This design comes from an exercise in tuning for small area, a short achievable clock period and few clock cycles per item on the open sky130 flow, not from production work.
In this exercise RTL edits were held to simulation tests only and were not proved equivalent to the original.
No activity file was given, so power comes from the tool's default toggle rates.

==> willow: inputs <==
// rsa_modexp
module rsa_modexp (
    input  logic        clk,
    input  logic        rst_n,
    input  logic        start,
    input  logic        mode,
    input  logic [63:0] msg,
    input  logic [63:0] exp,
    input  logic [63:0] modulus,
    output logic [63:0] result,
    output logic        busy,
    output logic        done
);
    localparam int DPC = 2;                           
    localparam int D   = DPC * ((34 + DPC - 1) / DPC);  
    localparam int NC  = D / DPC;                     
    localparam int W   = 66;                          
    localparam int WA  = 67;                          
    localparam int XB  = 2 * DPC + 1;                 
    logic s_r2f;      
    logic s_idle, s_init, s_r2, s_r2fix, s_mul, s_cpa, s_fix1, s_fsub, s_ffix, s_done;
    logic o_conv, o_sq, o_mul, o_fc, o_m1;
    logic        mode_q;
    logic [7:0]  cnt;
    logic [5:0]  k;         
    logic [63:0] e_q;       
    logic [63:0] n_q;       
    logic [65:0] n3_q;      
    logic [W-1:0] c_q;      
    logic [64:0] m_q;       
    logic [WA-1:0] s_q;     
    logic [WA-1:0] k_q;     
    logic          cl_q;    
    logic [DPC-1:0] oc_q, tc_q, om_q, tm_q, o1_q, t1_q, ng_q;
    logic [WA:0]  c_x;      
    logic [WA:0]  m_x;
  ...
export LEC_CHECK = 0
export CAP_MARGIN = 20
export CORE_MARGIN = 2
export CORE_UTILIZATION = 40
export SETUP_SLACK_MARGIN = 4.5
export SLEW_MARGIN = 20
export TNS_END_PERCENT = 10
create_clock -name core_clock -period 8.0 [get_ports {clk}]
run.sh (not shown) runs the stock make flow with config.mk's settings and CLKGATE_MAP_FILE= SYNTH_SCRIPT=/design/flow/synth_recipe.tcl, a recipe that flattens the netlist after the stock synthesis.
==> delta: changes against willow <==
--- a/flow/design.v
+++ b/flow/design.v
@@ -68,34 +68,42 @@
             end
         end
     endgenerate
     logic [3:0] py_q;       
     logic [3:0] ni_q;       
     logic [3:0] vq, qq;
-    assign vq = s_q[3:0] + k_q[3:0] + {3'b000, cl_q} + py_q;
-    assign qq = 4'(vq * ni_q);
+    logic [3:0] v_s, v_c;
+    assign v_s = s_q[3:0] ^ k_q[3:0] ^ py_q;
+    assign v_c = (s_q[3:0] & k_q[3:0]) | (s_q[3:0] & py_q) | (k_q[3:0] & py_q);
+    assign vq  = v_s + {v_c[2:0], cl_q};
+    logic q_b2a, q_b2b, q_c1, q_c2;
+    assign q_c1  = vq[1] & ni_q[1] & vq[0];
+    assign q_b2a = ni_q[1] & vq[1];
+    assign q_b2b = ni_q[2] & vq[0];
+    assign q_c2  = (vq[2] & q_b2a) ^ (vq[2] & q_b2b) ^ (vq[2] & q_c1)
+                 ^ (q_b2a & q_b2b) ^ (q_b2a & q_c1) ^ (q_b2b & q_c1);
+    assign qq[0] = vq[0];
+    assign qq[1] = vq[1] ^ (ni_q[1] & vq[0]);
+    assign qq[2] = vq[2] ^ q_b2a ^ q_b2b ^ q_c1;
+    assign qq[3] = vq[3] ^ (ni_q[1] & vq[2]) ^ (ni_q[2] & vq[1]) ^ (ni_q[3] & vq[0]) ^ q_c2;
     localparam int WT = WA + 4;             
     logic [WT-1:0] r_s, r_c, r_p0, r_p1, r_q0, r_q1;
     logic [WT-1:0] l1_s, l1_c, l2_s, l2_c, l3_s, l3_c, l4_s, l4_c;
     logic [WT-1:0] l1_cs, l2_cs, l3_cs, l4_cs;
-    function automatic logic [WT-1:0] qmul(input logic [1:0] q,
-                                           input logic [63:0] n,
-                                           input logic [65:0] n3);
-        case (q)
-            2'd1:    qmul = WT'(n);
-            2'd2:    qmul = WT'({n, 1'b0});
-            2'd3:    qmul = WT'(n3);
-            default: qmul = '0;
-        endcase
-    endfunction
     assign r_s  = WT'(s_q);
     assign r_c  = WT'(k_q);
     assign r_p0 = WT'({1'b1, p_a[0]});
     assign r_p1 = WT'({1'b1, p_a[1], ng_q[1], ng_q[1]});
-    assign r_q0 = qmul(qq[1:0], n_q, n3_q);
-    assign r_q1 = WT'({qmul(qq[3:2], n_q, n3_q), 2'b00});
+    logic [1:0] q1h, q2h, q3h;    
+    assign q1h = {qq[3:2] == 2'd1, qq[1:0] == 2'd1};
+    assign q2h = {qq[3:2] == 2'd2, qq[1:0] == 2'd2};
+    assign q3h = {qq[3:2] == 2'd3, qq[1:0] == 2'd3};
+    assign r_q0 = WT'(({66{q1h[0]}} & {2'b00, n_q}) | ({66{q2h[0]}} & {1'b0, n_q, 1'b0})
+                    | ({66{q3h[0]}} & n3_q));
+    assign r_q1 = WT'({({66{q1h[1]}} & {2'b00, n_q}) | ({66{q2h[1]}} & {1'b0, n_q, 1'b0})
+                    | ({66{q3h[1]}} & n3_q), 2'b00});
     assign l1_s  = r_s ^ r_c ^ r_p0;
     assign l1_c  = (r_s & r_c) | (r_s & r_p0) | (r_c & r_p0);
     assign l1_cs = {l1_c[WT-2:0], ng_q[0]};
     assign l2_s  = l1_s ^ l1_cs ^ r_p1;
     assign l2_c  = (l1_s & l1_cs) | (l1_s & r_p1) | (l1_cs & r_p1);
     assign l2_cs = {l2_c[WT-2:0], cl_q};
@@ -115,27 +123,18 @@
     logic [W-1:0] add_a, add_b, add_s;
     logic         add_ci;
     logic [W:0]   add_w;
     logic n_idle, n_init, n_r2, n_r2fix, n_mul, n_cpa, n_fix1, n_fsub, n_ffix, n_done;
     logic c_neg_n;
     assign c_neg = c_q[W-1];
-    always_comb begin
-        if (s_cpa) begin
-            add_a  = s_q[W-1:0];
-            add_b  = k_q[W-1:0];
-            add_ci = cl_q;
-        end else if (s_init) begin
-            add_a  = {1'b0, n_q, 1'b0};
-            add_b  = {2'b00, n_q};
-            add_ci = 1'b0;
-        end else begin
-            add_a  = (s_r2 && !(s_r2f && dr)) ? {c_q[W-2:0], 1'b0} : c_q;
-            add_b  = add_use_n ? ({2'b00, n_q} ^ {W{add_inv}}) : '0;
-            add_ci = add_inv;
-        end
-    end
+    logic sa_s, sa_n2, sa_c2, sa_c, sb_k, sb_n, sb_nn;
+    assign add_a  = ({W{sa_s}}  & s_q[W-1:0]) | ({W{sa_n2}} & {1'b0, n_q, 1'b0})
+                  | ({W{sa_c2}} & {c_q[W-2:0], 1'b0}) | ({W{sa_c}} & c_q);
+    assign add_b  = ({W{sb_k}}  & k_q[W-1:0]) | ({W{sb_n}} & {2'b00, n_q})
+                  | ({W{sb_nn}} & ~{2'b00, n_q});
+    assign add_ci = (sa_s & cl_q) | add_inv;
     assign add_w = {add_a, 1'b1} + {add_b, add_ci};
     assign add_s = add_w[W:1];
     logic exp0;       
     logic dr;         
     logic cv_done;    
     assign dr      = n_q[63];
@@ -226,12 +225,19 @@
             s_fsub    <= 1'b0;
             s_ffix    <= 1'b0;
             s_done    <= 1'b0;
             busy      <= 1'b0;
             add_inv   <= 1'b0;
             add_use_n <= 1'b0;
+            sa_s      <= 1'b0;
+            sa_n2     <= 1'b0;
+            sa_c2     <= 1'b0;
+            sa_c      <= 1'b1;
+            sb_k      <= 1'b0;
+            sb_n      <= 1'b0;
+            sb_nn     <= 1'b0;
         end else begin
             s_idle    <= n_idle;
             s_init    <= n_init;
             s_r2      <= n_r2;
             s_r2f     <= s_init;
             s_r2fix   <= n_r2fix;
@@ -241,12 +247,20 @@
             s_fsub    <= n_fsub;
             s_ffix    <= n_ffix;
             s_done    <= n_done;
             busy      <= n_init || (busy && !s_done);
             add_inv   <= (n_r2 && !c_neg_n) || n_fsub;
             add_use_n <= n_r2 || n_fsub || ((n_r2fix || n_fix1 || n_ffix) && c_neg_n);
+            sa_s      <= n_cpa;
+            sa_n2     <= n_init;
+            sa_c2     <= n_r2 && !(s_init && dr);
+            sa_c      <= !n_cpa && !n_init && !(n_r2 && !(s_init && dr));
+            sb_k      <= n_cpa;
+            sb_n      <= n_init || (!((n_r2 && !c_neg_n) || n_fsub)
+                                    && (n_r2 || n_fsub || ((n_r2fix || n_fix1 || n_ffix) && c_neg_n)));
+            sb_nn     <= ((n_r2 && !c_neg_n) || n_fsub);
         end
     end
     assign done = s_done;
     always_ff @(posedge clk) begin
         if (s_idle) begin
             mode_q <= mode;
ABC_AREA = 1   (was default)
CORE_UTILIZATION = 55   (was 40)
==> garnet: changes against willow <==
--- a/flow/design.v
+++ b/flow/design.v
@@ -68,34 +68,42 @@
             end
         end
     endgenerate
     logic [3:0] py_q;       
     logic [3:0] ni_q;       
     logic [3:0] vq, qq;
-    assign vq = s_q[3:0] + k_q[3:0] + {3'b000, cl_q} + py_q;
-    assign qq = 4'(vq * ni_q);
+    logic [3:0] v_s, v_c;
+    assign v_s = s_q[3:0] ^ k_q[3:0] ^ py_q;
+    assign v_c = (s_q[3:0] & k_q[3:0]) | (s_q[3:0] & py_q) | (k_q[3:0] & py_q);
+    assign vq  = v_s + {v_c[2:0], cl_q};
+    logic q_b2a, q_b2b, q_c1, q_c2;
+    assign q_c1  = vq[1] & ni_q[1] & vq[0];
+    assign q_b2a = ni_q[1] & vq[1];
+    assign q_b2b = ni_q[2] & vq[0];
+    assign q_c2  = (vq[2] & q_b2a) ^ (vq[2] & q_b2b) ^ (vq[2] & q_c1)
+                 ^ (q_b2a & q_b2b) ^ (q_b2a & q_c1) ^ (q_b2b & q_c1);
+    assign qq[0] = vq[0];
+    assign qq[1] = vq[1] ^ (ni_q[1] & vq[0]);
+    assign qq[2] = vq[2] ^ q_b2a ^ q_b2b ^ q_c1;
+    assign qq[3] = vq[3] ^ (ni_q[1] & vq[2]) ^ (ni_q[2] & vq[1]) ^ (ni_q[3] & vq[0]) ^ q_c2;
     localparam int WT = WA + 4;             
     logic [WT-1:0] r_s, r_c, r_p0, r_p1, r_q0, r_q1;
     logic [WT-1:0] l1_s, l1_c, l2_s, l2_c, l3_s, l3_c, l4_s, l4_c;
     logic [WT-1:0] l1_cs, l2_cs, l3_cs, l4_cs;
-    function automatic logic [WT-1:0] qmul(input logic [1:0] q,
-                                           input logic [63:0] n,
-                                           input logic [65:0] n3);
-        case (q)
-            2'd1:    qmul = WT'(n);
-            2'd2:    qmul = WT'({n, 1'b0});
-            2'd3:    qmul = WT'(n3);
-            default: qmul = '0;
-        endcase
-    endfunction
     assign r_s  = WT'(s_q);
     assign r_c  = WT'(k_q);
     assign r_p0 = WT'({1'b1, p_a[0]});
     assign r_p1 = WT'({1'b1, p_a[1], ng_q[1], ng_q[1]});
-    assign r_q0 = qmul(qq[1:0], n_q, n3_q);
-    assign r_q1 = WT'({qmul(qq[3:2], n_q, n3_q), 2'b00});
+    logic [1:0] q1h, q2h, q3h;    
+    assign q1h = {qq[3:2] == 2'd1, qq[1:0] == 2'd1};
+    assign q2h = {qq[3:2] == 2'd2, qq[1:0] == 2'd2};
+    assign q3h = {qq[3:2] == 2'd3, qq[1:0] == 2'd3};
+    assign r_q0 = WT'(({66{q1h[0]}} & {2'b00, n_q}) | ({66{q2h[0]}} & {1'b0, n_q, 1'b0})
+                    | ({66{q3h[0]}} & n3_q));
+    assign r_q1 = WT'({({66{q1h[1]}} & {2'b00, n_q}) | ({66{q2h[1]}} & {1'b0, n_q, 1'b0})
+                    | ({66{q3h[1]}} & n3_q), 2'b00});
     assign l1_s  = r_s ^ r_c ^ r_p0;
     assign l1_c  = (r_s & r_c) | (r_s & r_p0) | (r_c & r_p0);
     assign l1_cs = {l1_c[WT-2:0], ng_q[0]};
     assign l2_s  = l1_s ^ l1_cs ^ r_p1;
     assign l2_c  = (l1_s & l1_cs) | (l1_s & r_p1) | (l1_cs & r_p1);
     assign l2_cs = {l2_c[WT-2:0], cl_q};
@@ -115,27 +123,18 @@
     logic [W-1:0] add_a, add_b, add_s;
     logic         add_ci;
     logic [W:0]   add_w;
     logic n_idle, n_init, n_r2, n_r2fix, n_mul, n_cpa, n_fix1, n_fsub, n_ffix, n_done;
     logic c_neg_n;
     assign c_neg = c_q[W-1];
-    always_comb begin
-        if (s_cpa) begin
-            add_a  = s_q[W-1:0];
-            add_b  = k_q[W-1:0];
-            add_ci = cl_q;
-        end else if (s_init) begin
-            add_a  = {1'b0, n_q, 1'b0};
-            add_b  = {2'b00, n_q};
-            add_ci = 1'b0;
-        end else begin
-            add_a  = (s_r2 && !(s_r2f && dr)) ? {c_q[W-2:0], 1'b0} : c_q;
-            add_b  = add_use_n ? ({2'b00, n_q} ^ {W{add_inv}}) : '0;
-            add_ci = add_inv;
-        end
-    end
+    logic sa_s, sa_n2, sa_c2, sa_c, sb_k, sb_n, sb_nn;
+    assign add_a  = ({W{sa_s}}  & s_q[W-1:0]) | ({W{sa_n2}} & {1'b0, n_q, 1'b0})
+                  | ({W{sa_c2}} & {c_q[W-2:0], 1'b0}) | ({W{sa_c}} & c_q);
+    assign add_b  = ({W{sb_k}}  & k_q[W-1:0]) | ({W{sb_n}} & {2'b00, n_q})
+                  | ({W{sb_nn}} & ~{2'b00, n_q});
+    assign add_ci = (sa_s & cl_q) | add_inv;
     assign add_w = {add_a, 1'b1} + {add_b, add_ci};
     assign add_s = add_w[W:1];
     logic exp0;       
     logic dr;         
     logic cv_done;    
     assign dr      = n_q[63];
@@ -226,12 +225,19 @@
             s_fsub    <= 1'b0;
             s_ffix    <= 1'b0;
             s_done    <= 1'b0;
             busy      <= 1'b0;
             add_inv   <= 1'b0;
             add_use_n <= 1'b0;
+            sa_s      <= 1'b0;
+            sa_n2     <= 1'b0;
+            sa_c2     <= 1'b0;
+            sa_c      <= 1'b1;
+            sb_k      <= 1'b0;
+            sb_n      <= 1'b0;
+            sb_nn     <= 1'b0;
         end else begin
             s_idle    <= n_idle;
             s_init    <= n_init;
             s_r2      <= n_r2;
             s_r2f     <= s_init;
             s_r2fix   <= n_r2fix;
@@ -241,12 +247,20 @@
             s_fsub    <= n_fsub;
             s_ffix    <= n_ffix;
             s_done    <= n_done;
             busy      <= n_init || (busy && !s_done);
             add_inv   <= (n_r2 && !c_neg_n) || n_fsub;
             add_use_n <= n_r2 || n_fsub || ((n_r2fix || n_fix1 || n_ffix) && c_neg_n);
+            sa_s      <= n_cpa;
+            sa_n2     <= n_init;
+            sa_c2     <= n_r2 && !(s_init && dr);
+            sa_c      <= !n_cpa && !n_init && !(n_r2 && !(s_init && dr));
+            sb_k      <= n_cpa;
+            sb_n      <= n_init || (!((n_r2 && !c_neg_n) || n_fsub)
+                                    && (n_r2 || n_fsub || ((n_r2fix || n_fix1 || n_ffix) && c_neg_n)));
+            sb_nn     <= ((n_r2 && !c_neg_n) || n_fsub);
         end
     end
     assign done = s_done;
     always_ff @(posedge clk) begin
         if (s_idle) begin
             mode_q <= mode;
ABC_AREA = 1   (was default)
CORE_UTILIZATION = 55   (was 40)
CTS_CLUSTER_DIAMETER = 80   (was default)
CTS_CLUSTER_SIZE = 30   (was default)
==> run summary <==
Final area, lowest first: delta, garnet, willow. Global-route usage, lowest first: willow, delta, garnet. The lowest fmax belongs to willow, the highest to delta. Total power, lowest first: garnet, delta, willow. Critical path depth is the same in delta and willow. Routed wire length: garnet > delta > willow. Non-clock buffer count: delta < willow < garnet.
Testbench counts of willow, summed over its fixed seeds: cycles 233,850, ops 192.
Testbench counts of delta, summed over its fixed seeds: cycles 233,850, ops 192.
Testbench counts of garnet, summed over its fixed seeds: cycles 233,850, ops 192.

==> afterwards: timing with drivers on the ports <==
How much do the figures lean on ideal ports? The routed layouts below were timed once more, with nothing changed but the port constraints.
Step 1, drivers: a clkbuf_16 drives clk and a buf_2 each remaining input, both assumed.
Step 2 moves the port delays by t, midway between the first and last clock arrival at a register: inputs arrive t later, outputs are due t later. That takes back most of the time a late clock gives input paths.
Three values: ideal ports, drivers, drivers and shift; two values: the first two.
run | t (ns) | setup slack, ns | worst data-port slew with drivers (ns)
willow | 0.722 | 3.055 / 3.055 / 3.055 | 0.07
delta | 0.716 | 3.740 / 3.740 / 3.740 | 0.09
garnet | 0.678 | 3.601 / 3.601 / 3.601 | 0.09
After both steps setup and hold are still met in every run listed.
